This design comes from an exercise in tuning for small area, a short achievable clock period and few clock cycles per item on the open sky130 flow, not from production work. RTL that was checked went through simulation tests only; none was proved equivalent to the original. Only the layout flow was run in run 8; the RTL was not checked for function there. No activity file was given, so power comes from the tool's default toggle rates. The clock port is modelled as an ideal driver; clocking choices that lean on that would not hold on a real chip.

==> design/flow/design.v <==
`timescale 1ns / 1ps
package acm_pkg;
    localparam int MAX_PATTERN = 64;
    localparam int ADDR_W      = $clog2(MAX_PATTERN);
    localparam int IDX_W       = $clog2(MAX_PATTERN + 1);
    localparam int POS_W       = 16;
    typedef enum logic {
        CMD_PATTERN = 1'b0,
        CMD_TEXT    = 1'b1
    } cmd_t;
endpackage
`timescale 1ns / 1ps
module acm_ram #(
    parameter int WIDTH = 8,
    parameter int DEPTH = 64
) (
    input  logic                     aclk,
    input  logic                     we,
    input  logic [$clog2(DEPTH)-1:0] waddr,
    input  logic [WIDTH-1:0]         wdata,
    input  logic [$clog2(DEPTH)-1:0] raddr,
    output logic [WIDTH-1:0]         rdata
);
    logic [WIDTH-1:0] mem [DEPTH];
    always_ff @(posedge aclk) begin
        if (we) begin
            mem[waddr] <= wdata;
        end
        rdata <= mem[raddr];
    end
endmodule
`timescale 1ns / 1ps
module apostolico_crochemore_matcher_core (
    input  logic             aclk,
    input  logic             aresetn,
    input  logic             s_valid,
    output logic             s_ready,
    input  logic             s_cmd,
    input  logic [7:0]       s_data,
    input  logic             s_last,
    output logic             m_valid,
    input  logic             m_ready,
    output logic             m_found,
    output logic [acm_pkg::POS_W-1:0] m_position
);
    localparam int N     = acm_pkg::MAX_PATTERN;    
    localparam int AW    = acm_pkg::ADDR_W;         
    localparam int IW    = acm_pkg::IDX_W;          
    localparam int POS_W = acm_pkg::POS_W;
    logic             sv, scmd, slast;      
    logic [7:0]       sdata;
    logic             iv, icmd, ilast;      
    logic [7:0]       idata;
    logic             acc, hold, rdy;
    assign acc = s_valid && rdy;
    always_ff @(posedge aclk) begin
        if (!hold) begin
            idata <= sv ? sdata : s_data;
            icmd  <= sv ? scmd  : s_cmd;
            ilast <= sv ? slast : s_last;
        end else if (!sv) begin
            sdata <= s_data;
            scmd  <= s_cmd;
            slast <= s_last;
        end
    end
    always_ff @(posedge aclk) begin
        if (!aresetn) begin
            iv  <= 1'b0;
            sv  <= 1'b0;
            rdy <= 1'b1;
        end else if (!hold) begin
            iv  <= sv || acc;
            sv  <= 1'b0;
            rdy <= 1'b1;
        end else begin
            sv  <= sv || acc;
            rdy <= !(sv || acc);
        end
    end
    logic             loading, have, fresh, restart;
    logic [IW-1:0]    kcnt;         
    logic [IW-1:0]    wc;           
    logic [POS_W-1:0] pc;           
    logic [AW-1:0]    h, hl;        
    logic             rv, ov, r_stall;
    logic [IW-1:0]    idx;
    logic             pat_go, txt_go, scan, wr, counted;
    logic [IW-1:0]    kcnt_new;
    assign r_stall = rv && ov && !m_ready;
    assign idx     = loading ? kcnt : '0;
    assign hold    = iv && (icmd ? r_stall : (loading && !kcnt[IW-1] && hl != '0));
    assign pat_go  = iv && !icmd && !hold;
    assign txt_go  = iv && icmd && !hold;
    assign scan    = txt_go && have;
    assign wr      = pat_go && !idx[IW-1];
    assign kcnt_new = idx[IW-1] ? idx : idx + IW'(1);
    assign counted  = (wc[IW-1:1] == '0);
    always_ff @(posedge aclk) begin
        if (!aresetn) begin
            loading <= 1'b0;
            have    <= 1'b0;
            fresh   <= 1'b1;
            kcnt    <= '0;
            h       <= '0;
            hl      <= '0;
        end else begin
            h  <= (wr && idx == '0) ? '0 : h + AW'(1);
            hl <= wr ? '0 : hl + AW'(1);
            if (pat_go) begin
                loading <= !ilast;
                kcnt    <= kcnt_new;
                have    <= ilast;
                fresh   <= 1'b1;
            end else if (scan) begin
                fresh   <= ilast;
            end
        end
    end
    always_ff @(posedge aclk) begin
        if (pat_go && ilast) begin
            wc      <= kcnt_new;
            restart <= 1'b1;
        end else if (scan) begin
            if (counted) begin
                pc <= restart ? '0 : pc + POS_W'(1);
            end
            if (ilast) begin
                wc      <= kcnt;
                restart <= 1'b1;
            end else if (counted) begin
                restart <= 1'b0;
            end else begin
                wc <= wc - IW'(1);
            end
        end
    end
    logic [7:0] ring [N];
    always_ff @(posedge aclk) begin
        ring[0] <= wr ? idata : ring[N-1];
        for (int s = 1; s < N; s++) ring[s] <= ring[s-1];
    end
    logic [N-1:0] g, first, lastp;
    genvar gs;
    generate
        for (gs = 0; gs < N; gs++) begin : g_slot
            logic eq;
            assign eq        = (ring[gs] == idata);
            assign first[gs] = (h == AW'(gs));
            assign lastp[gs] = (hl == AW'((gs + 1) % N));
            always_ff @(posedge aclk) begin
                if (scan) begin
                    g[gs] <= (first[gs] || (g[gs] && !fresh)) && eq;
                end else begin
                    g[gs] <= g[(gs + N - 1) % N];
                end
            end
        end
    endgenerate
    logic             rhave, rfirst, rf_hold, rfound, rcnt;
    logic             o_take;
    logic [POS_W:0]   od;
    assign rfound = rfirst ? (rhave && |(g & lastp)) : rf_hold;
    assign o_take = !ov || m_ready;
    always_ff @(posedge aclk) begin
        if (!aresetn) begin
            rv <= 1'b0;
            ov <= 1'b0;
        end else begin
            if (txt_go) begin
                rv <= 1'b1;
            end else if (o_take) begin
                rv <= 1'b0;
            end
            if (o_take) begin
                ov <= rv;
            end
        end
    end
    always_ff @(posedge aclk) begin
        rfirst  <= txt_go;
        rf_hold <= rfound;
        if (txt_go) begin
            rhave <= have;
            rcnt  <= have && counted;
        end
        if (o_take) begin
            od <= {rfound, rcnt ? pc : POS_W'(0)};
        end
    end
    assign s_ready    = rdy;
    assign m_valid    = ov;
    assign m_found    = od[POS_W];
    assign m_position = od[POS_W-1:0];
endmodule
==> design/flow/flow/run.sh <==
#!/bin/bash
set -euo pipefail
bash standard.sh SETUP_SLACK_MARGIN=5.5 finish > flow_standard.log 2>&1
==> design/flow/standard.sh <==
#!/bin/bash
# synth_recipe.tcl (not shown) runs the flow's synth.tcl, then flattens the netlist and writes it again
# the make line also repeats each setting of config.mk as NAME=value (left out here)
make -C /OpenROAD-flow-scripts/flow DESIGN_CONFIG=/design/flow/config.mk WORK_HOME=/design/flow/orfs CLKGATE_MAP_FILE= SYNTH_SCRIPT=/design/flow/synth_recipe.tcl "${@:-finish}"
==> design/flow/config.mk <==
export PLATFORM = sky130hd
export DESIGN_NAME = apostolico_crochemore_matcher_core
export DESIGN_NICKNAME = apostolico_crochemore_matcher_core
export VERILOG_FILES = /design/flow/design.v
export SDC_FILE = /design/flow/constraint.sdc
export NUM_CORES = 4
export LEC_CHECK = 0
export CAP_MARGIN = 20
export CORE_MARGIN = 2
export CORE_UTILIZATION = 40
export CTS_BUF_LIST = sky130_fd_sc_hd__clkbuf_16
export CTS_CLUSTER_DIAMETER = 80
export CTS_CLUSTER_SIZE = 30
export SLEW_MARGIN = 20
==> design/flow/constraint.sdc <==
create_clock -name core_clock -period 8.0 [get_ports {aclk}]
set_input_delay 1.6000 -clock core_clock [delete_from_list [all_inputs] [get_ports {aclk}]]
set_output_delay 1.6000 -clock core_clock [all_outputs]
set_load 0.01 [all_outputs]
==> results of run 1 <==
layout make-up:
class | instances | area share
sequential | 668 | 0.546
multi-input combinational | 1164 | 0.341
tap | 765 | 0.0373
timing repair buffer | 73 | 0.0301
clock buffer | 29 | 0.0283
inverter | 82 | 0.0123
clock inverter | 14 | 0.00483
report_power, final:
group          switching (W)  total, W  internal (W)
logic               0.000280  0.000469      0.000189
clock network        0.00104   0.00172      0.000684
registers           0.000106   0.00363       0.00352
total                0.00143   0.00582       0.00440
kinds of logic (layout without fill, tap and decap cells):
family                   Yosys count  after routing
flip-flops                       668            668
multiplexers                      29             29
buffers and inverters            187            198
AND/OR/NAND/NOR                  377            379
AO/OA/AOI/OAI                    209            209
XOR/XNOR                         535            535
adder cells (fa/ha/maj)           12             12
metal layers:
metal / wire length (um) / GRT usage / vias up / part of all wire
li1: - / - / 6815 / -
met3: 1600 / 0.0120 / 63 / 0.032
met5: 0 / 0 / - / 0
met4: 985 / 0.0419 / 0 / 0.020
met2: 23600 / 0.280 / 239 / 0.47
met1: 24100 / 0.230 / 6714 / 0.48
cells in the mapped netlist (5+ instances only):
master / count
a21oi_1: 23
a22oi_1: 7
and2_1: 20
and3_1: 5
buf_2: 62
clkbuf_1: 38
dfxtp_1: 606
edfxtp_1: 62
ha_1: 12
inv_1: 82
mux2_2: 12
mux2_4: 7
mux2i_1: 10
nand2_1: 58
nand2b_1: 5
nand3_1: 14
nand4_1: 68
nor2_1: 42
nor2b_1: 8
nor3_1: 6
nor4_1: 128
o21ai_0: 78
o22ai_1: 66
or3_1: 8
xnor2_1: 7
xor2_1: 528
final timing paths:
check                   start          end  slack, ps  depth (start not counted)
setup reg to reg     idata[5]        g[14]       5560                          6
hold reg to reg   ring[12][4]  ring[13][4]        350                          0
hold / removal    ring[12][4]  ring[13][4]        350                          0
setup / recovery       od[16]      m_found       5240                          1
through the flow:
stage,power [W],util,hold slack [ps],std cells,area (sq um)
after floorplan,0.00401,-,349,2017,23500
after global placement,0.00415,0.422,351,2727,24300
after detailed placement,0.00415,0.422,353,2727,24300
after CTS,0.00586,0.442,357,2791,25500
after global routing,0.00605,0.444,346,2795,25600
final,0.00582,0.444,354,2795,25600
what timing repair did:
| action | in CTS | in global routing |
|---|---|---|
| hold buffers | 0 | 0 |
| buffers inserted | 12 | 4 |
| gates resized for setup | 102 | 19 |
| endpoints found under the setup margin | 165 | 74 |
| gates cloned | 9 | 0 |
| pin swaps | 3 | 0 |
sequential cells by signal, indices dropped and copies added, names as in the netlist, 6 cells and up:
name	cells
wc	7
sdata	8
ring	512
idata	8
hl	6
od	17
g	64
pc	16
h	6
kcnt	7
cell usage in the layout (no fill, tap or decap), types with 14 or more instances in the layout:
cell type  count
buf_4         23
nor4_1       124
inv_1         81
nor2_1        40
nand2_1       57
nand4_1       68
clkbuf_16     29
o21ai_1       45
o22ai_1       65
buf_2         17
and2_1        19
nand3_1       14
o21ai_0       33
edfxtp_1      62
dfxtp_1      600
xor2_1       528
a21oi_1       23
==> impl_metrics.csv, run 1 <==
group,metric,value,unit
yosys,ys.flop_type,"dfxtp_1",
yosys,syn_area_per_cell,11.6,sq um
place,dpl.hpwl,32.6,mm
yosys,synth_top_cell_by_area,"dfxtp_1",
critical_path,max_stage_delay,400,ps
sta,rsz0062_at_grt,"true",
clocking,clk_path_buf_depth,3,
yosys,synth_cells,2017,
yosys,synth.area.mux_share,0.0146,
clocking,cts_tree,"yes",
cells_and_area,fillCellCount,5388,
yosys,synth_simple_gate_area_frac,0.0909,
detailed_routing,drc,0,
sta,tns,0,ps
critical_path,path_cells,"buf_2",
yosys,synth_nets,2043,
critical_path,cp_data_arrival_time,1160,ps
critical_path,cp_slowest_cell,"edfxtp_1",
place,preCtsSetupSlack,3790,ps
sta,slew_headroom,0.474,
sta,max_freq,362,MHz
yosys,synth_area_leaders,"dfxtp_1, xor2_1, edfxtp_1",
place,io_buffers,32,
yosys,ys_seq_area_frac,0.599,
yosys,synth_top_family_by_area,"XOR/XNOR gates",
clocking,clk_pin_slew_worst_paths,110,ps
floorplan,die_area,0.0603,sq mm
yosys,synth_top_area_frac,0.519,
cells_and_area,nets,2043,
outcome,outcome,"no timing/DRC/antenna violations",
grt,globalRouteTotalUtil,0.166,
grt,grt_pass1_vias,14100,
sta,hold_viol_final,0,
sta,setup_viol,0,
floorplan,rows,88,
cells_and_area,area_growth,9.72,%
clocking,clock_latency,620,ps
grt,antenna_found_initial,0,
yosys,synthDistinctLibCells,60,
floorplan,die_x,246,um
floorplan,io_pins,33,
critical_path,critical_path.endpoint_type,"output port",
yosys,synth-xor-area-share,0.201,
place,place.gp.congestion,0.836,
sta,fin_crit_sh,0.345,
floorplan,die_y,246,um
pwr,p_leak,10.8,nW
critical_path,start_kind,"register",
flow_run,maxCapViolations,0,
yosys,synth_compound_gate_area_share,0.0542,
yosys,syn_area,0.0234,sq mm
sta,report.final.slew_viol_count,0,
floorplan,initial_core_util,0.405,
sta,worst_pin_slew,781,ps
detailed_routing,via_count,13800,
detailed_routing,via_per_inst,4.95,
clocking,clock_sinks,668,
pwr,peakVddDrop,0.123,mV
yosys,synthArstFlopShare,0,
detailed_routing,dr.pass1.iters,6,
grt,grt_pass1_wl,80.2,mm
detailed_routing,wl,50.3,mm
critical_path,cp_top_family,"flip-flops",
floorplan,core_area,0.0577,sq mm
yosys,synth-seq-cells,668,
critical_path,path_class,"reg -> out",
pwr,power_density,227,mW/mm^2
cells_and_area,multi_input_area,0.00873,sq mm
sta,fin_crit,2760,ps
critical_path,worst-path-buf-inv,1,
sta,fin_ws,5240,ps
clocking,cts_root_buf,"clkbuf_16",
yosys,synth_warnings,2,
critical_path,path_max_fanout,1,
cells_and_area,final_layout_size_suffix_gt1_frac,0.0783,
cells_and_area,n_antenna_cell,0,
hold_path,hp-class,"reg -> reg",
critical_path,required,6400,ps
sta,fin_worst_skew,20.5,ps
detailed_routing,drt-wirelength-per-cell,18.0,um
detailed_routing,antenna_left,0,
yosys,synth_edf_count,62,
yosys,synth_fa_ha_area_frac,0.00643,
grt,grt_overflow,0,
clocking,cts_max_level,1,
cells_and_area,regArea,0.0140,sq mm
clocking,numCtsBuffers,28,
grt,grt_max_degree,65,
detailed_routing,drt_first_iter_violations,882,
Testbench counts, summed over its fixed seeds: cycles 28,267, text beats 26,169.
==> inputs of run 2 (changes only) <==
--- a/design/flow/config.mk
+++ b/design/flow/config.mk
@@ -6,4 +6,5 @@
 export NUM_CORES = 4
 export LEC_CHECK = 0
+export ABC_AREA = 1
 export CAP_MARGIN = 20
 export CORE_MARGIN = 2
==> run 2 against run 1 <==
Global-route usage increased by 1.7 points. First-iteration DRC count increased by 15%. Area after synthesis increased by 5.8%. Sequential power about the same. Worst hold slack got worse by 2.5 ps. Design area increased by 6.7%. Critical path depth unchanged. Clock skew increased by 3.8 ps. Setup slack got worse by 1.6 ps. Via count increased by 27%. Highest routed layer unchanged.
==> impl_metrics.csv, run 2 <==
group,metric,value,unit
grt,grt_pass1_wl,93.6,mm
cells_and_area,layout_commonest_cell,"dfxtp_1",
sta,report.final.slew_viol_count,0,
sta,fin_ws,5240,ps
clocking,cts_tree,"yes",
critical_path,reg2reg_to,"g[27]",
floorplan,die_area,0.0638,sq mm
critical_path,reg2reg_depth,8,
detailed_routing,via_count,17600,
hold_path,hold_start,"ring[14][7]",
yosys,synth_top_area_frac,0.491,
critical_path,cp_top_family,"flip-flops",
floorplan,io_pins,33,
clocking,cts_root_buf,"clkbuf_16",
clocking,clock_sinks,668,
place,dpl.hpwl,38.6,mm
yosys,ys.flop_type,"dfxtp_1",
critical_path,path_class,"reg -> out",
pwr,p_int,0.00451,W
critical_path,max_stage_delay,380,ps
floorplan,die_y,253,um
pwr,switchingPower,0.00152,W
yosys,syn_area_per_cell,9.18,sq um
sta,rsz0062_at_grt,"true",
yosys,synth_nets,2719,
clocking,clk_pin_slew_worst_paths,110,ps
sta,max_freq,362,MHz
yosys,synth_edf_count,62,
yosys,synthArstFlopShare,0,
pwr,pwr-share-seq,0.602,
sta,fin_crit_sh,0.345,
critical_path,worst-path-buf-inv,1,
yosys,syn_area,0.0247,sq mm
yosys,synth_common_cells,"dfxtp_1, nand2_1, inv_1",
detailed_routing,antenna_left,0,
yosys,synth_area_leaders,"dfxtp_1, nand2_1, xnor2_1",
detailed_routing,drt-wirelength-per-cell,16.9,um
pwr,combinationalPowerShare,0.086,
cells_and_area,final_layout_size_suffix_gt1_frac,0.136,
cells_and_area,n_antenna_cell,0,
pwr,peakVddDrop,0.170,mV
sta,holdWs,352,ps
pwr,p_clk_frac,0.312,
cells_and_area,fillCellCount,5775,
critical_path,path_max_fanout,1,
floorplan,core_area,0.0614,sq mm
cells_and_area,largest_reg_flops,512,
detailed_routing,drt_first_iter_violations,1014,
yosys,synth_cells,2693,
critical_path,crit-reg2reg-launch,"idata[6]",
critical_path,required,6400,ps
yosys,synth_warnings,2,
cells_and_area,area_growth,10.7,%
clocking,ctsHoldBuffers,0,
clocking,clk_path_buf_depth,3,
critical_path,ff2ff_setup_slack,5630,ps
pwr,power_density,221,mW/mm^2
place,preCtsSetupSlack,3530,ps
yosys,synth_top_cell_by_area,"dfxtp_1",
floorplan,rows,91,
grt,grt_overflow,0,
sta,setup_viol,0,
clocking,numCtsBuffers,30,
yosys,synthDistinctLibCells,41,
critical_path,cp_data_arrival_time,1160,ps
pwr,p_sw_frac,0.252,
pwr,p_leak,10.4,nW
sta,tns,0,ps
detailed_routing,dr.pass1.iters,5,
cells_and_area,layout_common_cells,"dfxtp_1, nand2_1, inv_1, xnor2_1, or2_2",
cells_and_area,largest-register,"ring",
floorplan,die_x,253,um
grt,antenna_found_initial,0,
cells_and_area,nets,2697,
detailed_routing,drc,0,
grt,globalRouteTotalUtil,0.182,
grt,grt_max_degree,87,
hold_path,holdPathStages,0,
yosys,ys_seq_area_frac,0.566,
clocking,clock_latency,630,ps
outcome,outcome,"no timing/DRC/antenna violations",
place,io_buffers,32,
critical_path,critical_path.endpoint_type,"output port",
hold_path,hp-class,"reg -> reg",
yosys,synth-seq-cells,668,
flow_run,maxCapViolations,0,
detailed_routing,wl,58.8,mm
detailed_routing,via_per_inst,5.05,
sta,hold_viol_final,0,
sta,fin_worst_skew,24.3,ps
critical_path,cp_slowest_cell,"edfxtp_1",
clocking,cts_max_level,1,
sta,fin_crit,2760,ps
cells_and_area,top_regs,"ring: 512 flops, g: 64 flops, od: 17 flops",
sta,worst_pin_slew,745,ps
critical_path,path_cells,"buf_2",
critical_path,start_kind,"register",
yosys,yosysMostFrequentCell,"dfxtp_1",
floorplan,initial_core_util,0.403,
grt,grt_pass1_vias,17300,
hold_path,min_to,"ring[15][7]",
place,place.gp.congestion,0.911,
sta,slew_headroom,0.503,
## run 2: per-layer routing
| layer | GRT usage | up-vias | part of all wire |
|---|---|---|---|
| met1 | 0.237 | 8456 | 0.46 |
| met5 | 0 | - | 0 |
| met2 | 0.323 | 261 | 0.49 |
| li1 | - | 8751 | - |
| met3 | 0.0159 | 92 | 0.029 |
| met4 | 0.0502 | 0 | 0.025 |
## run 2: what timing repair did
action,4_1_cts,5_1_grt
gates cloned,4,0
setup buffers,7,11
pin swaps,3,1
gates resized for setup,123,21
setup endpoints to repair,131,67
## run 2: power by group through the flow
stage | registers [W] | logic [W] | clock network, W
6_report | 0.00363 | 0.000517 | 0.00188
5_1_grt | 0.00365 | 0.000579 | 0.00204
4_1_cts | 0.00363 | 0.000510 | 0.00193
3_5_place_dp | 0.00371 | 0.000501 | 0
3_3_place_gp | 0.00371 | 0.000485 | 0
2_1_floorplan | 0.00366 | 0.000391 | 0
## run 2: worst register-to-register path, cell delays in order, from the launching register on
cell and delay, ps:
edfxtp_1 400, buf_6 240, inv_6 320, buf_8 360, or2_2 210, o2111ai_1 90
nor3_1 480, nand3_2 100, o21ai_1 100
## run 2: stage by stage
stage                     cells  total power [W]   util  cell area [sq um]
after floorplan            2693          0.00405      -              25200
after global placement     3407          0.00420  0.423              26000
after detailed placement   3407          0.00421  0.423              26000
after CTS                  3469          0.00607  0.443              27200
after global routing       3480          0.00627  0.446              27400
final                      3480          0.00603  0.446              27400
## run 2: logic make-up after synthesis
| kind of cell | count (synthesis) | synth area share |
|---|---|---|
| AND/OR/NAND/NOR | 1141 | 0.215 |
| XOR/XNOR | 237 | 0.0840 |
| AO/OA/AOI/OAI | 259 | 0.0669 |
| buffers and inverters | 374 | 0.0607 |
| multiplexers | 2 | 0.000911 |
| flip-flops | 668 | 0.566 |
| adder cells (fa/ha/maj) | 12 | 0.00607 |
## run 2: area by class of cell
cell class	instances	area, sq um	area share
multi-input cells	1651	9700	0.355
flip-flops and latches	668	14000	0.512
clock buffers	31	776	0.0284
clock inverters	20	220	0.00805
well taps	790	988	0.0361
repair buffers	69	644	0.0236
inverters	248	998	0.0365
repair inverters	3	26.3	0.000960
## run 2: how the worst max path moves through the flow
| stage | start | depth (start not counted) | to | slack [ps] |
|---|---|---|---|---|
| 6_report | od[10] | 1 | m_position[10] | 5240 |
| 4_1_cts | od[10] | 1 | m_position[10] | 5200 |
| 3_3_place_gp | m_ready | 10 | g[26] | 3600 |
| 3_5_place_dp | m_ready | 10 | g[47] | 3530 |
| 5_1_grt | od[10] | 1 | m_position[10] | 5180 |
| 2_1_floorplan | m_ready | 4 | pc[0] | 5090 |
==> inputs of run 3 (changes only) <==
==> design/flow/flow/run.sh (replaced) <==
#!/bin/bash
set -euo pipefail
bash standard.sh SETUP_SLACK_MARGIN=5.5 "CTS_ARGS=-sink_clustering_enable -repair_clock_nets -sink_clustering_size 30 -sink_clustering_max_diameter 80 -buf_list sky130_fd_sc_hd__clkbuf_16 -dont_use_dummy_load" finish > flow_standard.log 2>&1
--- a/design/flow/config.mk
+++ b/design/flow/config.mk
@@ -6,10 +6,6 @@
 export NUM_CORES = 4
 export LEC_CHECK = 0
-export ABC_AREA = 1
 export CAP_MARGIN = 20
 export CORE_MARGIN = 2
 export CORE_UTILIZATION = 40
-export CTS_BUF_LIST = sky130_fd_sc_hd__clkbuf_16
-export CTS_CLUSTER_DIAMETER = 80
-export CTS_CLUSTER_SIZE = 30
 export SLEW_MARGIN = 20
==> run 3 against run 2 <==
Routed wire length decreased by 15%. Sequential power about the same. Sequential cell count unchanged.
==> impl_metrics.csv, run 3 <==
group,metric,value,unit
outcome,outcome,"no timing/DRC/antenna violations",
yosys,synth_area_leaders,"dfxtp_1, xor2_1, edfxtp_1",
pwr,p_leak,10.7,nW
cells_and_area,layout_common_cells,"dfxtp_1, xor2_1, nor4_1, inv_1, nand4_1",
floorplan,core_area,0.0577,sq mm
critical_path,start_kind,"register",
critical_path,cp_data_arrival_time,1150,ps
grt,grt_pass1_vias,14100,
critical_path,path_max_fanout,1,
cells_and_area,largest_reg_flops,512,
sta,report.final.slew_viol_count,0,
place,place.gp.congestion,0.836,
floorplan,initial_core_util,0.405,
cells_and_area,utilization,0.442,
floorplan,die_area,0.0603,sq mm
yosys,synth-seq-cells,668,
clocking,clock_latency,620,ps
yosys,synth_top_area_frac,0.519,
sta,max_freq,364,MHz
yosys,yosysMostFrequentCell,"dfxtp_1",
grt,antenna_found_initial,0,
cells_and_area,n_antenna_cell,0,
yosys,synthArstFlopShare,0,
cells_and_area,top_regs,"ring: 512 flops, g: 64 flops, od: 17 flops",
critical_path,worstSetupPathDepth,1,
yosys,synth_nets,2043,
critical_path,cp_slowest_cell,"edfxtp_1",
critical_path,critical_path.endpoint_type,"output port",
grt,grt_max_degree,65,
yosys,synth_cells,2017,
detailed_routing,via_count,13700,
critical_path,reg2reg_depth,8,
floorplan,io_pins,33,
yosys,ys.flop_type,"dfxtp_1",
detailed_routing,drc,0,
critical_path,reg2reg_to,"od[16]",
hold_path,hp-class,"reg -> reg",
yosys,synthDistinctLibCells,60,
sta,fin_crit_sh,0.344,
critical_path,required,6400,ps
floorplan,rows,88,
sta,setup_viol,0,
place,io_buffers,32,
detailed_routing,wl,49.9,mm
cells_and_area,area_growth,9.13,%
sta,slew_headroom,0.527,
critical_path,cp_top_family,"flip-flops",
detailed_routing,dr.pass1.iters,5,
flow_run,maxCapViolations,0,
cells_and_area,largest-register,"ring",
sta,fin_ws,5250,ps
pwr,peakVddDrop,0.123,mV
floorplan,die_y,246,um
critical_path,path_class,"reg -> out",
yosys,ys_seq_area_frac,0.599,
cells_and_area,nets,2042,
sta,hold_viol_final,0,
detailed_routing,drt_first_iter_violations,807,
cells_and_area,stdcell_area,0.0255,sq mm
yosys,synth_top_cell_by_area,"dfxtp_1",
detailed_routing,antenna_left,0,
cells_and_area,final_layout_size_suffix_gt1_frac,0.0735,
critical_path,max_stage_delay,390,ps
clocking,numCtsBuffers,28,
critical_path,ff2ff_setup_slack,5590,ps
detailed_routing,via_per_inst,4.93,
sta,fin_crit,2750,ps
critical_path,path_cells,"buf_2",
clocking,cts_root_buf,"clkbuf_16",
yosys,synth_warnings,2,
clocking,clock_sinks,668,
clocking,cts_max_level,1,
pwr,power_density,223,mW/mm^2
clocking,clk_pin_slew_worst_paths,100,ps
sta,tns,0,ps
detailed_routing,drt-wirelength-per-cell,18.0,um
critical_path,crit-reg2reg-launch,"hl[1]",
yosys,syn_area,0.0234,sq mm
sta,worst_pin_slew,709,ps
place,preCtsSetupSlack,3790,ps
sta,rsz0062_at_grt,"true",
grt,globalRouteTotalUtil,0.165,
yosys,synth_common_cells,"dfxtp_1, xor2_1, nor4_1",
cells_and_area,layout_commonest_cell,"dfxtp_1",
yosys,synth_edf_count,62,
critical_path,critPathLaunch,"od[16]",
place,placed_area,0.0243,sq mm
critical_path,worst-path-buf-inv,1,
floorplan,die_x,246,um
grt,grt_overflow,0,
clocking,clk_path_buf_depth,3,
critical_path,setup.worst_path.end,"m_found",
clocking,cts_tree,"yes",
grt,grt_pass1_wl,80.0,mm
sta,fin_worst_skew,42.9,ps
place,dpl.hpwl,32.6,mm
yosys,syn_area_per_cell,11.6,sq um
run 3: cell types whose count changed after synthesis, moves of 38 or more:
cell       previous run  this run
xor2_1                9       528
nand2_1             571        58
or2_2               149         2
xnor2_1             228         7
o2111ai_1            68         0
inv_1               240        82
nand4_1             106        68
nand3_1             139        14
nor4_1               32       128
run 3: cell type report:
type                       instances  area, sq um
tap                              765          957
clock buffer                      28          701
sequential                       668        14000
multi-input combinational       1164         8760
timing repair buffer              72          762
inverter                          82          314
fill                            5406        32200
run 3: kinds of logic after synthesis:
kind of cell | count (synthesis) | synth area share
AO/OA/AOI/OAI | 209 | 0.0542
XOR/XNOR | 535 | 0.201
flip-flops | 668 | 0.599
adder cells (fa/ha/maj) | 12 | 0.00643
buffers and inverters | 187 | 0.0342
AND/OR/NAND/NOR | 377 | 0.0909
multiplexers | 29 | 0.0146
run 3: layer usage:
| layer | GRT usage | vias to the layer above | part of all wire |
|---|---|---|---|
| met5 | 0 | - | 0 |
| met4 | 0.0385 | 0 | 0.018 |
| met3 | 0.0129 | 53 | 0.028 |
| met2 | 0.280 | 201 | 0.47 |
| met1 | 0.228 | 6662 | 0.48 |
| li1 | - | 6794 | - |
run 3: stage by stage:
stage,std cells,hold slack (ps),power [W]
after floorplan,2017,349,0.00401
after global placement,2727,351,0.00415
after detailed placement,2727,353,0.00415
after CTS,2777,335,0.00573
after global routing,2779,327,0.00592
final,2779,336,0.00569
run 3: timing repair:
action                                  4_1_cts  5_1_grt
hold buffers                                  0        0
resized for setup                           106       22
endpoints found under the setup margin      165       66
cloned                                        9        0
pin swaps                                     3        0
setup buffers                                13        2
run 3: worst min path at each step:
| stage | start | endpoint | slack (ps) | depth (start not counted) |
|---|---|---|---|---|
| 3_5_place_dp | ring[5][6] | ring[6][6] | 350 | 0 |
| 2_1_floorplan | ring[9][0] | ring[10][0] | 350 | 0 |
| 6_report | ring[9][5] | ring[10][5] | 340 | 0 |
| 3_3_place_gp | ring[60][5] | ring[61][5] | 350 | 0 |
| 5_1_grt | ring[12][4] | ring[13][4] | 330 | 0 |
| 4_1_cts | ring[12][4] | ring[13][4] | 340 | 0 |
run 3: power breakdown:
group | switching [W] | total, W | internal [W]
Sequential | 0.000106 | 0.00363 | 0.00352
Combinational | 0.000280 | 0.000469 | 0.000189
Clock | 0.000965 | 0.00159 | 0.000627
Total | 0.00135 | 0.00569 | 0.00434
==> inputs of run 4 (changes only) <==
==> design/flow/flow/run.sh (replaced) <==
#!/bin/bash
set -euo pipefail
bash standard.sh SETUP_SLACK_MARGIN=5.3 "CTS_ARGS=-sink_clustering_enable -repair_clock_nets -sink_clustering_size 30 -sink_clustering_max_diameter 80 -buf_list sky130_fd_sc_hd__clkbuf_16 -dont_use_dummy_load" finish > flow_standard.log 2>&1
==> run 4 against run 3 <==
Still clean on timing, DRC and antenna. Cell count shrank 0.14%. Global-route usage shrank 0.35 points. Clock power increased by 4%.
==> impl_metrics.csv, run 4 <==
group,metric,value,unit
sta,tns,0,ps
pwr,p_total,0.00574,W
cells_and_area,largest_reg_flops,512,
critical_path,start_kind,"register",
sta,fin_crit_sh,0.340,
cells_and_area,area_growth,8.49,%
floorplan,initial_core_util,0.405,
clocking,cts_max_level,1,
grt,grt_overflow,0,
yosys,syn_area_per_cell,11.6,sq um
clocking,ctsHoldBuffers,0,
clocking,numCtsBuffers,30,
cells_and_area,top_regs,"ring: 512 flops, g: 64 flops, od: 17 flops",
cells_and_area,stdcell_area,0.0253,sq mm
grt,antenna_found_initial,0,
pwr,power_density,226,mW/mm^2
detailed_routing,wl,50.0,mm
yosys,synth-seq-cells,668,
hold_path,hp-class,"reg -> reg",
pwr,p_leak,10.6,nW
floorplan,die_area,0.0603,sq mm
critical_path,crit-reg2reg-launch,"idata[7]",
floorplan,core_area,0.0577,sq mm
grt,grt_pass1_vias,14000,
detailed_routing,antenna_left,0,
clocking,clock_sinks,668,
yosys,syn_area,0.0234,sq mm
critical_path,reg2reg_to,"g[11]",
detailed_routing,dr.pass1.iters,5,
cells_and_area,n_antenna_cell,0,
detailed_routing,via_count,13700,
critical_path,cp_slowest_cell,"edfxtp_1",
detailed_routing,drc,0,
yosys,ys.flop_type,"dfxtp_1",
cells_and_area,stdcell_count,2775,
grt,globalRouteTotalUtil,0.161,
pwr,peakVddDrop,0.168,mV
critical_path,worstSetupPathDepth,1,
critical_path,worst-path-buf-inv,1,
floorplan,rows,88,
critical_path,critical_path.endpoint_type,"output port",
clocking,clk_path_buf_depth,3,
hold_path,holdPathStages,0,
sta,hold_viol_final,0,
yosys,synthDistinctLibCells,60,
place,placed_area,0.0243,sq mm
sta,slew_headroom,0.432,
yosys,synthArstFlopShare,0,
yosys,ys_seq_area_frac,0.599,
flow_run,maxCapViolations,0,
critical_path,path_class,"reg -> out",
sta,rsz0062_at_grt,"true",
place,place_inst,2727,
critical_path,path_max_fanout,1,
clocking,clk_pin_slew_worst_paths,110,ps
pwr,pwr-share-seq,0.632,
critical_path,cp_top_family,"flip-flops",
sta,fin_worst_skew,48.3,ps
critical_path,ff2ff_setup_slack,5460,ps
pwr,p_clk_frac,0.288,
critical_path,required,6400,ps
yosys,synth_warnings,2,
sta,worst_pin_slew,851,ps
yosys,synth_area_leaders,"dfxtp_1, xor2_1, edfxtp_1",
detailed_routing,drt-wirelength-per-cell,18.0,um
cells_and_area,nets,2038,
pwr,p_int,0.00438,W
place,io_buffers,32,
sta,holdWs,325,ps
floorplan,io_pins,33,
hold_path,min_to,"ring[24][2]",
detailed_routing,drt_first_iter_violations,877,
critical_path,reg2reg_depth,6,
sta,setup_viol,0,
grt,grt_pass1_wl,78.6,mm
sta,fin_crit,2720,ps
place,dpl.hpwl,32.4,mm
pwr,p_sw_frac,0.238,
yosys,synth_common_cells,"dfxtp_1, xor2_1, nor4_1",
yosys,synth_edf_count,62,
critical_path,path_cells,"buf_2",
grt,grt_max_degree,65,
pwr,switchingPower,0.00136,W
critical_path,max_stage_delay,380,ps
floorplan,die_x,246,um
detailed_routing,via_per_inst,4.94,
cells_and_area,layout_commonest_cell,"dfxtp_1",
sta,max_freq,367,MHz
outcome,outcome,"no timing/DRC/antenna violations",
yosys,yosysMostFrequentCell,"dfxtp_1",
cells_and_area,final_layout_size_suffix_gt1_frac,0.0667,
yosys,synth_top_area_frac,0.519,
cells_and_area,largest-register,"ring",
yosys,synth_top_cell_by_area,"dfxtp_1",
pwr,combinationalPowerShare,0.080,
yosys,synth_nets,2043,
hold_path,hold_start,"ring[23][2]",
sta,report.final.slew_viol_count,0,
clocking,cts_tree,"yes",
critical_path,cp_data_arrival_time,1120,ps
floorplan,die_y,246,um
clocking,cts_root_buf,"clkbuf_16",
clocking,clock_latency,620,ps
cells_and_area,layout_common_cells,"dfxtp_1, xor2_1, nor4_1, inv_1, nand4_1",
yosys,synth_cells,2017,
place,place.gp.congestion,0.832,
[run 4: cell count changes in the layout (fill, tap and decap cells not counted), sizes merged, moves of 2 or more]
cell / previous run / this run
clkbuf: 28 / 34
bufbuf: 3 / 0
buf: 56 / 51
and2: 22 / 20
[run 4: area by class of cell]
type / instances / area, sq um
clock buffers: 30 / 751
fillers: 5458 / 32400
inverters: 82 / 310
multi-input cells: 1162 / 8650
flip-flops and latches: 668 / 14000
well taps: 765 / 957
repair buffers: 68 / 677
[run 4: logic make-up after synthesis]
| logic type | Yosys count | share of synthesized area |
|---|---|---|
| adders and majority gates | 12 | 0.00643 |
| muxes | 29 | 0.0146 |
| buffers and inverters | 187 | 0.0342 |
| DFF | 668 | 0.599 |
| and+or+nand+nor | 377 | 0.0909 |
| xor gates and xnor gates | 535 | 0.201 |
| AOI/OAI and AO/OA | 209 | 0.0542 |
[run 4: routing by layer]
layer | track usage | vias to the layer above | part of all wire
met3 | 0.0139 | 55 | 0.031
met2 | 0.276 | 196 | 0.47
met4 | 0.0337 | 0 | 0.015
li1 | - | 6787 | -
met5 | 0 | - | 0
met1 | 0.222 | 6657 | 0.48
[run 4: per-stage QoR]
step / utilization / setup slack, ps
2_1_floorplan: - / 5040
3_3_place_gp: 0.422 / 3990
3_5_place_dp: 0.422 / 3840
4_1_cts: 0.435 / 5230
5_1_grt: 0.439 / 5210
6_report: 0.439 / 5280
[run 4: worst max path at each step]
stage,startpoint,endpoint,slack [ps]
after floorplan,m_ready,wc[0],5040
after global placement,m_ready,g[37],3990
after detailed placement,m_ready,g[19],3840
after CTS,od[0],m_position[0],5230
after global routing,od[15],m_position[15],5210
final,od[15],m_position[15],5280
[run 4: timing repair]
action / CTS / global route
gates cloned: 2 / 6
pin swaps: 0 / 1
setup buffers: 3 / 7
setup endpoints to repair: 133 / 110
resized for setup: 89 / 12
[run 4: power by group through the flow]
stage,registers [W],clock network [W],logic (W)
finish,0.00363,0.00165,0.000459
global route,0.00365,0.00181,0.000509
CTS,0.00363,0.00170,0.000456
detailed placement,0.00370,0,0.000453
global placement,0.00370,0,0.000446
floorplan,0.00366,0,0.000351
==> inputs of run 5 (changes only) <==
--- a/design/flow/config.mk
+++ b/design/flow/config.mk
@@ -8,4 +8,4 @@
 export CAP_MARGIN = 20
 export CORE_MARGIN = 2
-export CORE_UTILIZATION = 40
+export CORE_UTILIZATION = 60
 export SLEW_MARGIN = 20
==> run 5 against run 4 <==
Synthesized cell count unchanged. Sequential share of layout area rose by 0.96 points. Global-route usage grew 7.6 points. Cell count decreased by 9.1%. Clock power hardly changed. Sequential cell count unchanged. Design area shrank 1.7%. Still clean on timing, DRC and antenna. Critical endpoint is now m_position[8]. Area after synthesis unchanged. First-iteration DRC count decreased by 8.4%. Critical path depth unchanged. Sequential power barely moved. Worst hold slack got worse by 13 ps.
==> impl_metrics.csv, run 5 <==
group,metric,value,unit
detailed_routing,drt_first_iter_violations,803,
clocking,cts_tree,"yes",
cells_and_area,largest-register,"ring",
hold_path,hp-class,"reg -> reg",
yosys,yosysMostFrequentCell,"dfxtp_1",
sta,tns,0,ps
clocking,clock_latency,620,ps
detailed_routing,antenna_left,0,
detailed_routing,via_count,13800,
critical_path,cp_data_arrival_time,1160,ps
grt,grt_overflow,0,
cells_and_area,final_layout_size_suffix_gt1_frac,0.0639,
cells_and_area,utilization,0.646,
critical_path,crit-reg2reg-launch,"hl[0]",
detailed_routing,drc,0,
cells_and_area,layout_common_cells,"dfxtp_1, xor2_1, nor4_1, inv_1, nand4_1",
cells_and_area,n_antenna_cell,0,
sta,setup_viol,0,
yosys,synth_nets,2043,
critical_path,required,6400,ps
sta,fin_crit,2760,ps
yosys,synth_top_area_frac,0.519,
sta,report.final.slew_viol_count,0,
grt,grt_pass1_wl,76.5,mm
critical_path,reg2reg_to,"wc[5]",
yosys,synthDistinctLibCells,60,
sta,slew_headroom,0.418,
hold_path,hold_start,"ring[55][6]",
hold_path,holdPathStages,0,
critical_path,max_stage_delay,400,ps
yosys,synth_common_cells,"dfxtp_1, xor2_1, nor4_1",
grt,antenna_found_initial,0,
cells_and_area,nets,2032,
clocking,clock_sinks,668,
cells_and_area,area_growth,6.63,%
critical_path,reg2reg_depth,8,
place,placed_area,0.0240,sq mm
yosys,synth_edf_count,62,
cells_and_area,top_regs,"ring: 512 flops, g: 64 flops, od: 17 flops",
clocking,cts_max_level,1,
yosys,synthArstFlopShare,0,
cells_and_area,stdcell_count,2522,
floorplan,initial_core_util,0.606,
outcome,outcome,"no timing/DRC/antenna violations",
cells_and_area,layout_commonest_cell,"dfxtp_1",
critical_path,cp_slowest_cell,"edfxtp_1",
yosys,synth_top_cell_by_area,"dfxtp_1",
critical_path,start_kind,"register",
yosys,synth-seq-cells,668,
yosys,ys.flop_type,"dfxtp_1",
critical_path,path_class,"reg -> out",
cells_and_area,regArea,0.0140,sq mm
cells_and_area,fillCellCount,3188,
clocking,ctsHoldBuffers,0,
clocking,clk_pin_slew_worst_paths,110,ps
pwr,peakVddDrop,0.217,mV
floorplan,die_y,201,um
place,dpl.hpwl,32.1,mm
place,io_buffers,32,
clocking,numCtsBuffers,30,
cells_and_area,stdcell_area,0.0249,sq mm
detailed_routing,dr.pass1.iters,5,
yosys,synth_area_leaders,"dfxtp_1, xor2_1, edfxtp_1",
yosys,synth_warnings,2,
clocking,cts_root_buf,"clkbuf_16",
sta,fin_worst_skew,49.6,ps
cells_and_area,largest_reg_flops,512,
yosys,syn_area,0.0234,sq mm
grt,globalRouteTotalUtil,0.238,
floorplan,die_x,201,um
clocking,clk_path_buf_depth,3,
critical_path,path_cells,"buf_2",
floorplan,io_pins,33,
hold_path,min_to,"ring[56][6]",
grt,grt_max_degree,66,
critical_path,ff2ff_setup_slack,5500,ps
pwr,p_leak,10.6,nW
sta,holdWs,311,ps
critical_path,path_max_fanout,1,
floorplan,die_area,0.0405,sq mm
yosys,synth_cells,2017,
grt,grt_pass1_vias,13700,
detailed_routing,via_per_inst,5.46,
place,place.gp.congestion,0.893,
flow_run,maxCapViolations,0,
yosys,syn_area_per_cell,11.6,sq um
cells_and_area,multi_input_area,0.00868,sq mm
place,place_inst,2480,
detailed_routing,drt-wirelength-per-cell,19.3,um
critical_path,worst-path-buf-inv,1,
pwr,power_density,230,mW/mm^2
critical_path,cp_top_family,"flip-flops",
floorplan,rows,72,
yosys,ys_seq_area_frac,0.599,
sta,fin_crit_sh,0.345,
sta,max_freq,363,MHz
sta,worst_pin_slew,872,ps
critical_path,critical_path.endpoint_type,"output port",
floorplan,core_area,0.0386,sq mm
detailed_routing,wl,48.7,mm
sta,hold_viol_final,0,
sta,rsz0062_at_grt,"true",
[run 5: repair_timing]
item	CTS	global route
pin swaps	2	1
endpoints found under the setup margin	132	110
resized for setup	87	11
hold endpoints to repair	0	0
gates cloned	2	3
setup buffers	4	3
[run 5: per-layer routing]
layer | track usage | routed length (um) | vias up
met5 | 0 | 0 | -
li1 | - | - | 6788
met4 | 0.0486 | 905 | 0
met2 | 0.390 | 22400 | 220
met1 | 0.341 | 23600 | 6703
met3 | 0.0282 | 1850 | 63
[run 5: how the worst max path moves through the flow]
stage          startpoint       endpoint  cells after the start
2_1_floorplan     m_ready          wc[0]                      8
4_1_cts             od[8]  m_position[8]                      1
3_5_place_dp      m_ready          g[55]                      8
5_1_grt             od[8]  m_position[8]                      1
3_3_place_gp      m_ready          g[39]                      8
6_report            od[8]  m_position[8]                      1
[run 5: cell type report]
cell class / instances / share of cell area
Inverter: 82 / 0.0125
Timing Repair Buffer: 59 / 0.0208
Multi-Input combinational cell: 1165 / 0.348
Clock buffer: 30 / 0.0301
Sequential cell: 668 / 0.562
Tap cell: 518 / 0.0260
[run 5: power by group]
group | switching [W] | internal, W
clock | 0.000969 | 0.000669
sequential | 0.000108 | 0.00352
combinational | 0.000274 | 0.000182
total | 0.00135 | 0.00437
[run 5: stage by stage]
step           power, W  setup slack (ps)
3_5_place_dp    0.00415              3690
6_report        0.00572              5240
5_1_grt         0.00595              5210
3_3_place_gp    0.00414              3830
2_1_floorplan   0.00401              5040
4_1_cts         0.00575              5210
[run 5: logic make-up (layout without fill, tap and decap cells)]
group	Yosys count	after routing	share of synthesized area
DFF	668	668	0.599
xor gates and xnor gates	535	535	0.201
and+or+nand+nor	377	380	0.0909
AOI/OAI and AO/OA	209	209	0.0542
buffers and inverters	187	171	0.0342
muxes	29	29	0.0146
adders and majority gates	12	12	0.00643
==> inputs of run 6 (changes only) <==
--- a/design/flow/config.mk
+++ b/design/flow/config.mk
@@ -8,4 +8,4 @@
 export CAP_MARGIN = 20
 export CORE_MARGIN = 2
-export CORE_UTILIZATION = 60
+export CORE_UTILIZATION = 80
 export SLEW_MARGIN = 20
==> run 6 against run 5 <==
Non-clock buffer count grew 4. Critical path type is now reg -> reg. Routed wire length up 6.7%. Count of clock-buffer cells in the layout down 4. Setup slack lost 120 ps. Critical path depth increased by 6. Utilization rose by 22 points. Die area is 25% lower. Sequential share of layout area is 0.35 points higher. Register-to-register slack worse by 380 ps. Sequential power is essentially flat. Design area down 0.62%. Combinational power rose by 3%.
==> impl_metrics.csv, run 6 <==
group,metric,value,unit
outcome,outcome,"no timing/DRC/antenna violations",
detailed_routing,dr.pass1.iters,6,
critical_path,critical_path.endpoint_type,"register",
yosys,synthArstFlopShare,0,
critical_path,path_cells,"ha_1 > a22oi_1 > a221oi_1 > a41oi_1 > nand4_1 > a211oi_1 > o21ai_0",
detailed_routing,drt_first_iter_violations,1426,
critical_path,required,8310,ps
critical_path,ff2ff_setup_slack,5120,ps
critical_path,reg2reg_depth,7,
yosys,synthDistinctLibCells,60,
yosys,synth_nets,2043,
floorplan,io_pins,33,
grt,grt_pass1_wl,80.3,mm
pwr,power_density,228,mW/mm^2
detailed_routing,antenna_left,0,
detailed_routing,via_count,14600,
grt,antenna_found_initial,1,
detailed_routing,drt-wirelength-per-cell,21.8,um
sta,slew_headroom,0.404,
cells_and_area,stdcell_count,2385,
detailed_routing,drc,0,
sta,worst_pin_slew,893,ps
pwr,p_sw_frac,0.240,
cells_and_area,top_regs,"ring: 512 flops, g: 64 flops, od: 17 flops",
pwr,p_leak,10.6,nW
pwr,pwr-share-seq,0.644,
cells_and_area,regArea,0.0140,sq mm
hold_path,min_to,"ring[55][6]",
yosys,syn_area,0.0234,sq mm
pwr,switchingPower,0.00135,W
clocking,clk_path_buf_depth,3,
floorplan,die_x,175,um
detailed_routing,wl,52.0,mm
place,io_buffers,32,
sta,holdWs,341,ps
sta,tns,0,ps
yosys,synth_top_cell_by_area,"dfxtp_1",
yosys,synth_cells,2017,
pwr,combinationalPowerShare,0.084,
pwr,peakVddDrop,0.276,mV
grt,grt_max_degree,66,
yosys,synth_area_leaders,"dfxtp_1, xor2_1, edfxtp_1",
floorplan,die_y,175,um
cells_and_area,layout_commonest_cell,"dfxtp_1",
floorplan,initial_core_util,0.814,
clocking,clock_latency,590,ps
clocking,numCtsBuffers,26,
clocking,cts_tree,"yes",
yosys,syn_area_per_cell,11.6,sq um
critical_path,reg2reg_to,"od[16]",
yosys,synth_common_cells,"dfxtp_1, xor2_1, nor4_1",
hold_path,hold_start,"ring[54][6]",
critical_path,cp_data_arrival_time,3190,ps
hold_path,holdPathStages,0,
sta,setup_viol,0,
hold_path,hp-class,"reg -> reg",
clocking,cts_max_level,1,
sta,max_freq,347,MHz
detailed_routing,via_per_inst,6.13,
floorplan,die_area,0.0306,sq mm
grt,grt_overflow,0,
sta,fin_crit_sh,0.360,
clocking,ctsHoldBuffers,0,
grt,grt_pass1_vias,15000,
yosys,synth-seq-cells,668,
yosys,synth_top_area_frac,0.519,
cells_and_area,final_layout_size_suffix_gt1_frac,0.0615,
critical_path,start_kind,"register",
floorplan,core_area,0.0287,sq mm
place,place_inst,2344,
flow_run,maxCapViolations,0,
floorplan,rows,62,
sta,hold_viol_final,0,
critical_path,crit-reg2reg-launch,"hl[0]",
critical_path,path_class,"reg -> reg",
yosys,synth_edf_count,62,
place,dpl.hpwl,32.1,mm
sta,fin_worst_skew,37.7,ps
cells_and_area,layout_common_cells,"dfxtp_1, xor2_1, nor4_1, inv_1, nand4_1",
clocking,clock_sinks,668,
place,place.gp.congestion,0.907,
critical_path,max_stage_delay,650,ps
cells_and_area,largest_reg_flops,512,
sta,report.final.slew_viol_count,0,
sta,fin_crit,2880,ps
sta,rsz0062_at_grt,"true",
place,placed_area,0.0239,sq mm
cells_and_area,nets,2029,
place,preCtsSetupSlack,3760,ps
yosys,ys_seq_area_frac,0.599,
cells_and_area,largest-register,"ring",
yosys,ys.flop_type,"dfxtp_1",
cells_and_area,stdcell_area,0.0248,sq mm
sta,fin_ws,5120,ps
grt,globalRouteTotalUtil,0.331,
clocking,cts_root_buf,"clkbuf_16",
cells_and_area,fillCellCount,1480,
critical_path,path_max_fanout,13,
clocking,clk_pin_slew_worst_paths,110,ps
yosys,yosysMostFrequentCell,"dfxtp_1",
cells_and_area,n_antenna_cell,0,
cells_and_area,multi_input_area,0.00864,sq mm
pwr,p_clk_frac,0.273,
critical_path,cp_slowest_cell,"ha_1",
yosys,synth_warnings,2,
cells_and_area,area_growth,5.97,%
pwr,p_int,0.00429,W
[run 6: cell counts after synthesis]
No cell type changed its count.
[run 6: repair_timing]
action	4_1_cts	5_1_grt
setup endpoints to repair	130	119
resized for setup	86	9
gates cloned	3	4
pin swaps	1	2
buffers inserted	2	6
[run 6: cell families after synthesis]
kind of cell | Yosys count | synth area share
flip-flops | 668 | 0.599
XOR/XNOR | 535 | 0.201
AND/OR/NAND/NOR | 377 | 0.0909
AO/OA/AOI/OAI | 209 | 0.0542
buffers and inverters | 187 | 0.0342
multiplexers | 29 | 0.0146
adder cells (fa/ha/maj) | 12 | 0.00643
[run 6: power by group through the flow]
stage / combinational, W / clock (W) / sequential, W
detailed placement: 0.000453 / 0 / 0.00370
global route: 0.000513 / 0.00165 / 0.00365
finish: 0.000471 / 0.00154 / 0.00363
global placement: 0.000429 / 0 / 0.00370
floorplan: 0.000351 / 0 / 0.00366
CTS: 0.000458 / 0.00154 / 0.00363
[run 6: stage by stage]
stage          total power, W  utilization
2_1_floorplan         0.00401            -
3_3_place_gp          0.00413        0.830
3_5_place_dp          0.00415        0.831
4_1_cts               0.00562        0.855
5_1_grt               0.00581        0.862
6_report              0.00564        0.862
[run 6: layout make-up]
class                   count  area share
repair buffers             63      0.0271
inverters                  82      0.0125
multi-input cells        1162       0.349
flip-flops and latches    668       0.566
clock buffers              26      0.0263
well taps                 384      0.0194
[run 6: layer usage]
metal  GRT usage  vias up  share of wire
li1            -     6766              -
met1       0.449     7161           0.42
met2       0.550      567           0.47
met3      0.0416      135          0.067
met4       0.120        2          0.039
met5           0        -        0.00015
[run 6: worst max-delay path by stage]
stage                     slack [ps]    start             end  cells after the start
final                           5120    hl[0]          od[16]                      7
after CTS                       5280   od[14]  m_position[14]                      1
after global placement          3980  m_ready           g[39]                      8
after floorplan                 5040  m_ready           wc[0]                      8
after global routing            5160    hl[1]          od[16]                      8
after detailed placement        3760  m_ready           g[53]                      8
[run 6: worst max-delay path, delay by kind of cell (launching register included)]
family                     cells  cell delay, ps
AOI/OAI and AO/OA              5            1400
DFF                            1             410
adders and majority gates      1             650
and+or+nand+nor                1             170
==> inputs of run 7 (changes only) <==
--- a/design/flow/config.mk
+++ b/design/flow/config.mk
@@ -8,4 +8,4 @@
 export CAP_MARGIN = 20
 export CORE_MARGIN = 2
-export CORE_UTILIZATION = 80
+export CORE_UTILIZATION = 70
 export SLEW_MARGIN = 20
==> run 7 against run 6 <==
Cell count rose by 2.3%. Area after synthesis did not move. Sequential power is essentially flat. Worst hold slack barely moved. Via count fell by 4.2%. Count of clock-buffer cells in the layout grew 1. Fmax grew 5.9%. Global-route usage shrank 5.9 points. Register-to-register slack better by 220 ps. Clock skew is essentially flat. Die area increased by 14%. First-iteration DRC count fell by 26%. Largest cell class unchanged. Highest routed layer is now met4.
==> impl_metrics.csv, run 7 <==
group,metric,value,unit
outcome,outcome,"no timing/DRC/antenna violations",
clocking,cts_tree,"yes",
grt,grt_max_degree,66,
sta,fin_crit,2720,ps
clocking,cts_root_buf,"clkbuf_16",
critical_path,max_stage_delay,400,ps
yosys,syn_area_per_cell,11.6,sq um
sta,rsz0062_at_grt,"true",
critical_path,path_max_fanout,1,
grt,use_met3,0.0354,
detailed_routing,drt_first_iter_violations,1062,
detailed_routing,drt-wirelength-per-cell,19.8,um
yosys,synth-xor-area-share,0.201,
yosys,synthDistinctLibCells,60,
yosys,synth.area.mux_share,0.0146,
yosys,synth_edf_count,62,
clocking,clk_path_buf_depth,3,
yosys,synth_common_cells,"dfxtp_1, xor2_1, nor4_1",
yosys,synth_area_leaders,"dfxtp_1, xor2_1, edfxtp_1",
clocking,numCtsBuffers,27,
cells_and_area,n_antenna_cell,0,
yosys,synth_top_family_by_area,"XOR/XNOR gates",
grt,grt_overflow,0,
floorplan,io_pins,33,
detailed_routing,via_per_inst,5.74,
critical_path,ff2ff_setup_slack,5340,ps
critical_path,setup.worst_path.end,"m_found",
yosys,synth-seq-cells,668,
floorplan,die_x,187,um
critical_path,crit-reg2reg-launch,"hl[0]",
critical_path,path_cells,"buf_2",
critical_path,worstSetupPathDepth,1,
critical_path,required,6400,ps
yosys,synth_compound_gate_area_share,0.0542,
critical_path,critical_path.endpoint_type,"output port",
clocking,clk_pin_slew_worst_paths,110,ps
yosys,syn_area,0.0234,sq mm
place,preCtsSetupSlack,3720,ps
detailed_routing,antenna_left,0,
yosys,ys_seq_area_frac,0.599,
critical_path,path_class,"reg -> out",
sta,report.final.slew_viol_count,0,
cells_and_area,final_layout_size_suffix_gt1_frac,0.0620,
yosys,synth_simple_gate_area_frac,0.0909,
critical_path,reg2reg_to,"od[16]",
detailed_routing,dr.pass1.iters,7,
grt,met2_usage,0.447,
pwr,power_density,228,mW/mm^2
floorplan,rows,66,
floorplan,die_area,0.0348,sq mm
place,dpl.hpwl,31.1,mm
yosys,synth_nets,2043,
floorplan,initial_core_util,0.714,
clocking,clock_sinks,668,
critical_path,cp_data_arrival_time,1120,ps
sta,fin_worst_skew,37.3,ps
yosys,synthArstFlopShare,0,
clocking,clock_latency,590,ps
floorplan,die_y,187,um
yosys,synth_warnings,2,
cells_and_area,utilization,0.757,
pwr,p_leak,10.6,nW
cells_and_area,layout_commonest_cell,"dfxtp_1",
sta,worst_pin_slew,720,ps
grt,grt_pass1_vias,14100,
floorplan,core_area,0.0327,sq mm
cells_and_area,area_growth,5.93,%
cells_and_area,nets,2027,
pwr,peakVddDrop,0.205,mV
critical_path,cp_top_family,"flip-flops",
sta,slew_headroom,0.520,
grt,grt_pass1_wl,76.5,mm
sta,tns,0,ps
cells_and_area,top_regs,"ring: 512 flops, g: 64 flops, od: 17 flops",
grt,use_met1,0.380,
yosys,synth_top_cell_by_area,"dfxtp_1",
sta,fin_ws,5280,ps
cells_and_area,largest-register,"ring",
detailed_routing,wl,48.3,mm
place,place.gp.congestion,0.894,
critical_path,cp_slowest_cell,"edfxtp_1",
flow_run,maxCapViolations,0,
grt,globalRouteTotalUtil,0.272,
critical_path,worst-path-buf-inv,1,
hold_path,hp-class,"reg -> reg",
cells_and_area,largest_reg_flops,512,
detailed_routing,drc,0,
place,io_buffers,32,
yosys,synth_cells,2017,
yosys,synth_top_area_frac,0.519,
sta,max_freq,368,MHz
yosys,synth_fa_ha_area_frac,0.00643,
yosys,yosysMostFrequentCell,"dfxtp_1",
sta,fin_crit_sh,0.340,
grt,antenna_found_initial,0,
critical_path,critPathLaunch,"od[16]",
sta,setup_viol,0,
cells_and_area,layout_common_cells,"dfxtp_1, xor2_1, nor4_1, inv_1, nand4_1",
detailed_routing,via_count,14000,
critical_path,reg2reg_depth,8,
grt,gr-max-usage-layer,"met2",
clocking,cts_max_level,1,
sta,holdWs,341,ps
yosys,ys.flop_type,"dfxtp_1",
critical_path,start_kind,"register",
sta,hold_viol_final,0,
run 7: cell counts after synthesis:
No cell type changed its count.
run 7: metal layers:
layer,part of all wire,vias up,wire length [um]
li1,-,6777,-
met5,0,-,0
met3,0.050,98,2420
met2,0.46,361,22200
met1,0.46,6781,22200
met4,0.032,0,1540
run 7: cell type report:
cell class	count	area, sq um
Tap cell	442	553
Multi-Input combinational cell	1162	8630
Timing Repair Buffer	60	568
Sequential cell	668	14000
Clock buffer	27	676
Inverter	82	310
Fill cell	2300	7960
run 7: metrics by stage:
step | std cells | total power, W | instance area (sq um)
6_report | 2441 | 0.00565 | 24700
5_1_grt | 2441 | 0.00584 | 24700
4_1_cts | 2438 | 0.00566 | 24700
3_5_place_dp | 2403 | 0.00415 | 23900
3_3_place_gp | 2403 | 0.00414 | 23900
2_1_floorplan | 2017 | 0.00401 | 23500
run 7: repair_timing:
| action | in CTS | in global routing |
|---|---|---|
| pin swaps | 3 | 3 |
| hold buffers | 0 | 0 |
| gates resized for setup | 89 | 9 |
| setup endpoints to repair | 131 | 95 |
| cloned | 3 | 2 |
| endpoints found under the hold margin | 0 | 0 |
| setup buffers | 5 | 1 |
run 7: cell families after synthesis:
kind of cell / Yosys count
flops: 668
buf+inv: 187
xor+xnor: 535
simple gates: 377
mux: 29
fa+ha+maj: 12
compound gates: 209
run 7: worst register-to-register path, cell delays in order, from the launching register on:
cell,delay [ps]
dfxtp_1,370
inv_1,100
ha_2,420
nor2b_1,420
a32oi_1,110
or3_1,330
nand4_1,90
a211oi_1,60
o21ai_0,490
run 7: power breakdown:
group          internal [W]  total, W  leakage, nW  switching (W)
sequential          0.00352   0.00363         5.55       0.000108
combinational      0.000180  0.000455         4.67       0.000275
clock              0.000607   0.00156        0.333       0.000955
run 7: how the worst min path moves through the flow:
stage,startpoint,endpoint,slack (ps),depth (start not counted)
final,ring[6][6],ring[7][6],340,0
after global routing,ring[6][6],ring[7][6],340,0
after CTS,ring[6][6],ring[7][6],340,0
after detailed placement,ring[3][1],ring[4][1],350,0
after global placement,ring[26][0],ring[27][0],350,0
after floorplan,ring[9][0],ring[10][0],350,0
==> inputs of run 8 (changes only) <==
--- a/design/flow/design.v
+++ b/design/flow/design.v
@@ -185,7 +185,5 @@
             rcnt  <= have && counted;
         end
-        if (o_take) begin
-            od <= {rfound, rcnt ? pc : POS_W'(0)};
-        end
+        od <= od ^ ((od ^ {rfound, rcnt ? pc : POS_W'(0)}) & {(POS_W + 1){o_take}});
     end
     assign s_ready    = rdy;
==> run 8 against run 7 <==
Worst hold slack barely moved. Synthesized cell count rose by 2.9%. Utilization fell by 0.66 points. Critical path type is now reg -> reg. Largest cell class unchanged.
==> impl_metrics.csv, run 8 <==
group,metric,value,unit
yosys,ys_seq_area_frac,0.596,
place,placed_area,0.0241,sq mm
sta,slew_headroom,0.438,
yosys,syn_area,0.0235,sq mm
sta,fin_worst_skew,34.8,ps
detailed_routing,wl,48.1,mm
pwr,p_total,0.00533,W
detailed_routing,drt-wirelength-per-cell,19.2,um
sta,max_freq,369,MHz
critical_path,critical_path.endpoint_type,"register",
cells_and_area,layout_commonest_cell,"dfxtp_1",
yosys,synth_edf_count,62,
yosys,synth_top_cell_by_area,"dfxtp_1",
yosys,synth_warnings,2,
yosys,synth_top_area_frac,0.517,
floorplan,io_pins,33,
floorplan,core_area,0.0333,sq mm
detailed_routing,dr.pass1.iters,7,
sta,fin_crit,2710,ps
pwr,power_density,214,mW/mm^2
pwr,peakVddDrop,0.197,mV
cells_and_area,area_growth,6.33,%
place,io_buffers,32,
clocking,clock_sinks,668,
detailed_routing,via_count,14100,
grt,grt_overflow,0,
grt,grt_pass1_wl,77.7,mm
yosys,synth-seq-cells,668,
hold_path,hp-class,"reg -> reg",
yosys,synthDistinctLibCells,57,
cells_and_area,largest-register,"ring",
clocking,clk_path_buf_depth,3,
sta,fin_crit_sh,0.339,
floorplan,die_area,0.0350,sq mm
grt,grt_max_degree,67,
clocking,numCtsBuffers,26,
floorplan,rows,67,
cells_and_area,n_antenna_cell,0,
floorplan,die_y,187,um
place,place.gp.congestion,0.845,
yosys,yosysMostFrequentCell,"dfxtp_1",
cells_and_area,utilization,0.750,
grt,antenna_found_initial,1,
clocking,cts_tree,"yes",
cells_and_area,nets,2090,
floorplan,die_x,187,um
pwr,p_leak,10.1,nW
cells_and_area,layout_common_cells,"dfxtp_1, xor2_1, nor4_1, nand2_1, inv_1",
grt,grt_pass1_vias,14400,
cells_and_area,stdcell_area,0.0250,sq mm
detailed_routing,drt_first_iter_violations,1021,
place,dpl.hpwl,31.6,mm
yosys,synth_nets,2101,
clocking,clock_latency,590,ps
yosys,synth_common_cells,"dfxtp_1, xor2_1, nor4_1",
yosys,synthArstFlopShare,0,
yosys,syn_area_per_cell,11.3,sq um
clocking,clk_pin_slew_worst_paths,110,ps
yosys,synth_cells,2075,
clocking,cts_root_buf,"clkbuf_16",
cells_and_area,final_layout_size_suffix_gt1_frac,0.0597,
cells_and_area,top_regs,"ring: 512 flops, g: 64 flops, pc: 16 flops",
grt,globalRouteTotalUtil,0.276,
critical_path,required,8310,ps
sta,setup_viol,0,
cells_and_area,multi_input_area,0.00885,sq mm
sta,worst_pin_slew,842,ps
yosys,synth_area_leaders,"dfxtp_1, xor2_1, edfxtp_1",
clocking,cts_max_level,1,
sta,report.final.slew_viol_count,0,
cells_and_area,regArea,0.0140,sq mm
cells_and_area,largest_reg_flops,512,
critical_path,cp_data_arrival_time,3020,ps
flow_run,maxCapViolations,0,
yosys,ys.flop_type,"dfxtp_1",
detailed_routing,drc,0,
detailed_routing,via_per_inst,5.62,
detailed_routing,antenna_left,0,
critical_path,start_kind,"register",
sta,rsz0062_at_grt,"true",
outcome,outcome,"no timing/DRC/antenna violations",
sta,tns,0,ps
floorplan,initial_core_util,0.705,
cells_and_area,fillCellCount,2348,
critical_path,path_max_fanout,15,
sta,hold_viol_final,0,
critical_path,path_class,"reg -> reg",
==> run 8: where the power goes <==
group	internal [W]	total, W	switching, W	leakage (nW)
Clock	0.000586	0.00152	0.000932	0.320
Sequential	0.00344	0.00349	0.0000538	5.53
Combinational	0.000128	0.000323	0.000195	4.22
==> run 8: path summary, 6_finish.rpt <==
path	startpoint	endpoint	slack (ps)	depth (start not counted)
worst max-delay path	hl[1]	register	5290	7
worst max register to register	hl[1]	register	5290	7
worst min-delay path	ring[57][6]	ring[58][6]	340	0
worst min register to register	ring[57][6]	ring[58][6]	340	0
==> run 8: critical path, cell delays in order, from the launching register on <==
cell and delay, ps:
dfxtp_1 370, inv_1 170, ha_2 460, a21boi_0 150
a2111oi_1 540, o22ai_1 180, and4_1 200, a31oi_1 370
==> run 8: kinds of logic (layout without fill, tap and decap cells) <==
logic type	Yosys count	after routing	synth area share
buffers and inverters	188	175	0.0308
adder cells (fa/ha/maj)	12	12	0.00640
multiplexers	32	32	0.0164
AO/OA/AOI/OAI	208	208	0.0550
flip-flops	668	668	0.596
AND/OR/NAND/NOR	430	430	0.0950
XOR/XNOR	537	537	0.200
==> run 8: cell type report <==
type	instances	area share
flip-flops and latches	668	0.561
multi-input cells	1219	0.354
inverters	84	0.0126
clock buffers	26	0.0261
well taps	448	0.0225
repair buffers	65	0.0236
==> run 8: routing by layer <==
metal / vias up / global-route usage / routed length (um)
met2: 316 / 0.463 / 22500
met4: 0 / 0.0833 / 1510
met3: 86 / 0.0259 / 2150
met1: 6808 / 0.383 / 21900
li1: 6900 / - / -
met5: - / 0 / 0
==> run 8: metrics by stage <==
step           hold WS, ps  instances  setup slack (ps)
3_3_place_gp           350       2468              4060
5_1_grt                341       2510              5230
4_1_cts                341       2505              5270
3_5_place_dp           353       2468              3980
6_report               340       2510              5290
2_1_floorplan          349       2075              5190
==> run 8: timing repair <==
action | 4_1_cts | 5_1_grt
endpoints found under the setup margin | 154 | 107
gates cloned | 3 | 0
hold buffers | 0 | 0
pin swaps | 1 | 1
resized for setup | 89 | 13
setup buffers | 8 | 4

[separate check: timing with driven ports]
The results above use ideal ports. As a check the final layouts listed here were re-extracted and re-timed, cells and wires unchanged.
Step 1 (the two cells are an assumption about what drives the block):
set clk [get_ports {aclk}]
set_driving_cell -lib_cell sky130_fd_sc_hd__clkbuf_16 $clk
set_driving_cell -lib_cell sky130_fd_sc_hd__buf_2 [delete_from_list [all_inputs] $clk]
Step 2 also shifts input and output timing later by t, the mid clock arrival at the registers, as if the neighbouring blocks saw the same clock.
Three values: no drivers, after step 1, after step 2; two values: the first two.
run | t (ns) | setup WS [ns] | worst register clock-pin slew, ns
run 1 | 0.663 | 5.240 / 5.183 / 4.912 | 0.12 / 0.12
run 2 | 0.672 | 5.239 / 5.181 / 4.873 | 0.11 / 0.11
run 3 | 0.654 | 5.250 / 5.193 / 4.892 | 0.12 / 0.12
run 4 | 0.649 | 5.278 / 5.222 / 4.673 | 0.12 / 0.12
run 5 | 0.648 | 5.243 / 5.185 / 4.749 | 0.11 / 0.11
run 6 | 0.630 | 5.121 / 5.121 / 4.702 | 0.12 / 0.12
run 7 | 0.627 | 5.281 / 5.225 / 4.892 | 0.11 / 0.11
run 8 | 0.627 | 5.287 / 5.240 / 4.814 | 0.11 / 0.11
After both steps setup and hold are still met in every run listed. For run 4, which loses most, drivers alone change the setup slack by -0.056 ns; drivers and shift together by -0.605 ns.
